This design comes from an exercise in tuning for a short achievable clock period and few clock cycles on the open sky130 flow, not from production work.
The RTL was checked by simulation tests, not by an equivalence proof against the original design.
Power figures rest on the tool's default switching activity, not on a simulated workload.

==> willow <==
// axi_write_responder
module axi_write_responder #(
    parameter int DATA_WIDTH = 32,
    parameter int MEM_DEPTH  = 64
) (
    input  logic                         ACLK,
    input  logic                         RESETn,
    input  logic [3:0]                   AWID,
    input  logic [31:0]                  AWADDR,
    input  logic [3:0]                   AWLEN,
    input  logic [2:0]                   AWSIZE,
    input  logic [1:0]                   AWBURST,
    input  logic                         AWVALID,
    output logic                         AWREADY,
    input  logic [3:0]                   WID,
    input  logic [DATA_WIDTH-1:0]        WDATA,
    input  logic [DATA_WIDTH/8-1:0]      WSTRB,
    input  logic                         WLAST,
    input  logic                         WVALID,
    output logic                         WREADY,
    output logic [3:0]                   BID,
    output logic [1:0]                   BRESP,
    output logic                         BVALID,
    input  logic                         BREADY,
    input  logic [$clog2(MEM_DEPTH)-1:0] dbg_addr,
    output logic [DATA_WIDTH-1:0]        dbg_rdata
);
clock: 6.0 ns
lec_check: 0
cap_margin: 20
core_margin: 2
core_utilization: 45
place_density: 0.6
setup_slack_margin: 2.5
slew_margin: 20
synth_hierarchical: 1
run.sh (not shown) runs the stock make flow with config.mk's settings and CLKGATE_MAP_FILE= SYNTH_SCRIPT=/design/flow/synth_recipe.tcl, a recipe that flattens the netlist after the stock synthesis.
==> inputs of harbor, as changes to willow <==
--- a/flow/design.v
+++ b/flow/design.v
@@ -213,52 +213,101 @@
             b1_resp <= resp;
         end
     end
     assign AWREADY   = awready_q;
     assign WREADY    = wready_q || (byp_q && AWVALID);
     assign BVALID    = b0_v;
     assign BID       = b0_id;
     assign BRESP     = b0_resp;
-    for (genvar l = 0; l < NB; l++) begin : g_lane
-        logic [7:0] lo, hi;
-        axi_wr_dec3 u_lo (.a(dbg_addr[2:0]), .y(lo));
-        axi_wr_dec3 u_hi (.a(dbg_addr[5:3]), .y(hi));
-        for (genvar b = 8*l; b < 8*l + 8; b++) begin : g_bit
-            logic [7:0] grp;
-            logic [3:0] t2;
-            for (genvar j = 0; j < 8; j++) begin : g_grp
-                logic [3:0] t1;
-                for (genvar k = 0; k < 4; k++) begin : g_pair
-                    axi_wr_aoi22 u_a (.a0(mem[8*j+2*k][b]), .s0(lo[2*k]), .a1(mem[8*j+2*k+1][b]), .s1(lo[2*k+1]), .y(t1[k]));
-                end
-                axi_wr_nand4 u_n (.a(t1), .y(grp[j]));
-            end
-            for (genvar k = 0; k < 4; k++) begin : g_pair2
-                axi_wr_aoi22 u_a (.a0(grp[2*k]), .s0(hi[2*k]), .a1(grp[2*k+1]), .s1(hi[2*k+1]), .y(t2[k]));
-            end
-            axi_wr_nand4 u_n (.a(t2), .y(dbg_rdata[b]));
-        end
-    end
-endmodule
-module axi_wr_dec3 (
-    input  logic [2:0] a,
-    output logic [7:0] y
-);
-    always_comb begin
-        for (int i = 0; i < 8; i++) y[i] = (a == 3'(i));
-    end
-endmodule
-module axi_wr_aoi22 (
+    for (genvar b = 0; b < DATA_WIDTH; b++) begin : g_bit
+        logic [5:0] an, ap;       
+        logic [3:0] mdn;          
+        logic [7:0] hin;          
+        logic [31:0] pn;          
+        logic [7:0] gn;           
+        logic [3:0] p;
+        logic [1:0] q;
+        logic [3:0] s0;           
+        for (genvar k = 0; k < 6; k++) begin : g_ain
+            axi_wr_inv u_n (.a(dbg_addr[k]), .y(an[k]));
+            axi_wr_inv u_p (.a(an[k]), .y(ap[k]));
+        end
+        for (genvar c = 0; c < 4; c++) begin : g_s0
+            axi_wr_inv u_s (.a(an[0]), .y(s0[c]));
+        end
+        for (genvar i = 0; i < 4; i++) begin : g_mdec
+            axi_wr_nand2 u_m (
+                .a(i[0] ? ap[1] : an[1]),
+                .b(i[1] ? ap[2] : an[2]),
+                .y(mdn[i])
+            );
+        end
+        for (genvar i = 0; i < 8; i++) begin : g_hdec
+            axi_wr_nand3 u_hi (
+                .a(i[0] ? ap[3] : an[3]),
+                .b(i[1] ? ap[4] : an[4]),
+                .c(i[2] ? ap[5] : an[5]),
+                .y(hin[i])
+            );
+        end
+        for (genvar k = 0; k < 32; k++) begin : g_pair
+            axi_wr_mux2i u_m (.a0(mem[2*k][b]), .a1(mem[2*k+1][b]), .s(s0[k/8]), .y(pn[k]));
+        end
+        for (genvar j = 0; j < 8; j++) begin : g_grp
+            logic [1:0] t;
+            axi_wr_oai22 u_o0 (.a0(pn[4*j+0]), .s0(mdn[0]), .a1(pn[4*j+1]), .s1(mdn[1]), .y(t[0]));
+            axi_wr_oai22 u_o1 (.a0(pn[4*j+2]), .s0(mdn[2]), .a1(pn[4*j+3]), .s1(mdn[3]), .y(t[1]));
+            axi_wr_nor2  u_r  (.a(t[0]), .b(t[1]), .y(gn[j]));
+        end
+        for (genvar k = 0; k < 4; k++) begin : g_pair2
+            axi_wr_oai22 u_o (.a0(gn[2*k]), .s0(hin[2*k]), .a1(gn[2*k+1]), .s1(hin[2*k+1]), .y(p[k]));
+        end
+        axi_wr_nor2  u_r0 (.a(p[0]), .b(p[1]), .y(q[0]));
+        axi_wr_nor2  u_r1 (.a(p[2]), .b(p[3]), .y(q[1]));
+        axi_wr_nand2 u_n  (.a(q[0]), .b(q[1]), .y(dbg_rdata[b]));
+    end
+endmodule
+module axi_wr_inv (
+    input  logic a,
+    output logic y
+);
+    assign y = !a;
+endmodule
+module axi_wr_nand3 (
+    input  logic a,
+    input  logic b,
+    input  logic c,
+    output logic y
+);
+    assign y = !(a && b && c);
+endmodule
+module axi_wr_mux2i (
+    input  logic a0,
+    input  logic a1,
+    input  logic s,
+    output logic y
+);
+    assign y = !(s ? a1 : a0);
+endmodule
+module axi_wr_oai22 (
     input  logic a0,
     input  logic s0,
     input  logic a1,
     input  logic s1,
     output logic y
 );
-    assign y = !((a0 && s0) || (a1 && s1));
-endmodule
-module axi_wr_nand4 (
-    input  logic [3:0] a,
-    output logic       y
-);
-    assign y = !(&a);
-endmodule
+    assign y = !((a0 || s0) && (a1 || s1));
+endmodule
+module axi_wr_nand2 (
+    input  logic a,
+    input  logic b,
+    output logic y
+);
+    assign y = !(a && b);
+endmodule
+module axi_wr_nor2 (
+    input  logic a,
+    input  logic b,
+    output logic y
+);
+    assign y = !(a || b);
+endmodule
==> flow/flow/run.sh (new file) <==
#!/bin/bash
# Own layout flow: the standard ORFS flow (standard.sh), with two changes that only affect
# how the combinational logic is sized:
#  1. cells that only add delay (delay gates, low-power and delay clock buffers/inverters) are
#     kept out of the logic, so synthesis and timing repair cannot pick them;
#  2. after floorplan, the small gates of the debug-read tree get stronger cells (upsize.tcl),
#     before placement, so placement and repair start from stronger gates.
# Registers, power grid, tap cells and every other step are the standard flow's.
# Each tool's full output goes to its own log file in this folder (ORFS also keeps its own
# per-step logs under orfs/logs/).
set -euo pipefail
here=$(pwd)
export DONT_USE_CELLS="sky130_fd_sc_hd__dlygate* sky130_fd_sc_hd__clkdlybuf* sky130_fd_sc_hd__dlymetal* sky130_fd_sc_hd__clkinvlp*"
res="$here/orfs/results/$FLOW_PLATFORM/axi_write_responder/base"
bash standard.sh floorplan > "$here/log_1_floorplan.log" 2>&1
printf 'read_db %s\nsource %s\nwrite_db %s\n' "$res/2_floorplan.odb" "$here/flow/upsize.tcl" "$res/2_floorplan.odb" > "$here/upsize_run.tcl"
openroad -no_init -exit "$here/upsize_run.tcl" > "$here/log_2_upsize.log" 2>&1
bash standard.sh finish > "$here/log_3_finish.log" 2>&1
==> flow/flow/upsize.tcl (new file) <==
# Give the small gates of the debug-read tree more drive before placement: every nand2, nor2,
# nand3, nand4, a22oi, o22ai and inverter of drive 0, 1 or 2 becomes the drive-4 cell of the
# same function, and every mux2i of drive 0 or 1 the drive-2 cell (same pins). Registers and
# all other cells are left as synthesis made them.
set db [ord::get_db]
set block [ord::get_db_block]
set n 0
foreach inst [$block getInsts] {
  set m [[$inst getMaster] getName]
  if {[regexp {^(sky130_fd_sc_hd__(?:nand2|nor2|nand3|nand4|a22oi|o22ai|inv))_[012]$} $m -> base]} {
    set new [$db findMaster ${base}_4]
    if {$new ne "NULL" && $new ne ""} { $inst swapMaster $new; incr n }
  } elseif {[regexp {^(sky130_fd_sc_hd__mux2i)_[01]$} $m -> base]} {
    set new [$db findMaster ${base}_2]
    if {$new ne "NULL" && $new ne ""} { $inst swapMaster $new; incr n }
  }
}
puts "upsized $n instances"
==> flow/standard.sh (new file) <==
#!/bin/bash
# synth_recipe.tcl (not shown) runs the flow's synth.tcl, then flattens the netlist and writes it again
# the make line also repeats each setting of config.mk as NAME=value (left out here)
make -C /OpenROAD-flow-scripts/flow DESIGN_CONFIG=/design/flow/config.mk WORK_HOME=/design/flow/orfs CLKGATE_MAP_FILE= SYNTH_SCRIPT=/design/flow/synth_recipe.tcl "${@:-finish}"
==> flow/config.mk (replaced) <==
export PLATFORM = sky130hd
export DESIGN_NAME = axi_write_responder
export DESIGN_NICKNAME = axi_write_responder
export VERILOG_FILES = /design/flow/design.v
export SDC_FILE = /design/flow/constraint.sdc
export NUM_CORES = 4
export LEC_CHECK = 0
export CAP_MARGIN = 20
export CORE_MARGIN = 2
export CORE_UTILIZATION = 45
export PLACE_DENSITY = 0.7
export SETUP_SLACK_MARGIN = 3.5
export SLEW_MARGIN = 20
export SYNTH_HIERARCHICAL = 1
removed: flow/run.sh
==> comparison table <==
	willow	harbor
Status	complete, no violations	complete, no violations
Initial standard-cell utilization of the core	45.4%	45.2%
Share of Yosys cell area claimed by the top area cell type	74.3%	72.3%
Setup slack of the worst register-to-register path	2.63 ns	2.82 ns
Switching share of power	24.5%	28.2%
Global routing met3 resource utilization	5.64%	6.12%
Number of logic stages on the critical path including buffering	10	12
VDD IR-drop max	0.303 mV	0.349 mV
Clock network area share	6.63%	4.96%
Total standard cell area after synthesis	84,300 um2	86,700 um2
Number of buffers and inverters on the critical path	5	6
Sequential element share of the synthesized area	75.4%	73.3%
Power of the clock network	12.9 mW	13.4 mW
Vertical extent of the die	437 um	443 um
Placed cells	7,263	8,389
Detailed-route via count	47,300	57,600
Initial antenna violation count	9	4
Worst setup timing slack at the placement stage	0.481 ns	0.851 ns
Parity-gate share of the synthesized area counting xor and xnor cells	0.177%	0.172%
Average instance area after synthesis	19.3 um2	15.1 um2
Testbench counts of willow, summed over its fixed seeds: cycles 8,907.
Testbench counts of harbor, summed over its fixed seeds: cycles 8,907.

[afterwards: timing with drivers on the ports]
Ports are ideal in the flow. The routed layouts listed here were re-timed in OpenROAD. Step 1, drivers: a clkbuf_16 drives ACLK and a buf_2 each remaining input, both assumed. Step 2 times the ports against the registers' clock, not the clock port: input delays grow and output delays shrink by t, the midpoint of the rising clock arrivals with the driver on. a / b / c = ideal ports / drivers / drivers and shift; a / b = the first two.
run | t (ns) | setup WS [ns] | hold slack, ns | slew at the worst register clock pin (ns)
willow | 0.931 | 1.470 / 1.194 / 1.194 | 0.495 / 0.495 / 0.495 | 0.06 / 0.06
harbor | 0.974 | 1.748 / 1.584 / 1.584 | 0.510 / 0.510 / 0.510 | 0.07 / 0.07
After both steps setup and hold are still met in every run listed. The setup slack of willow, which loses most, moves by -0.276 ns with the drivers and by -0.276 ns with both steps.
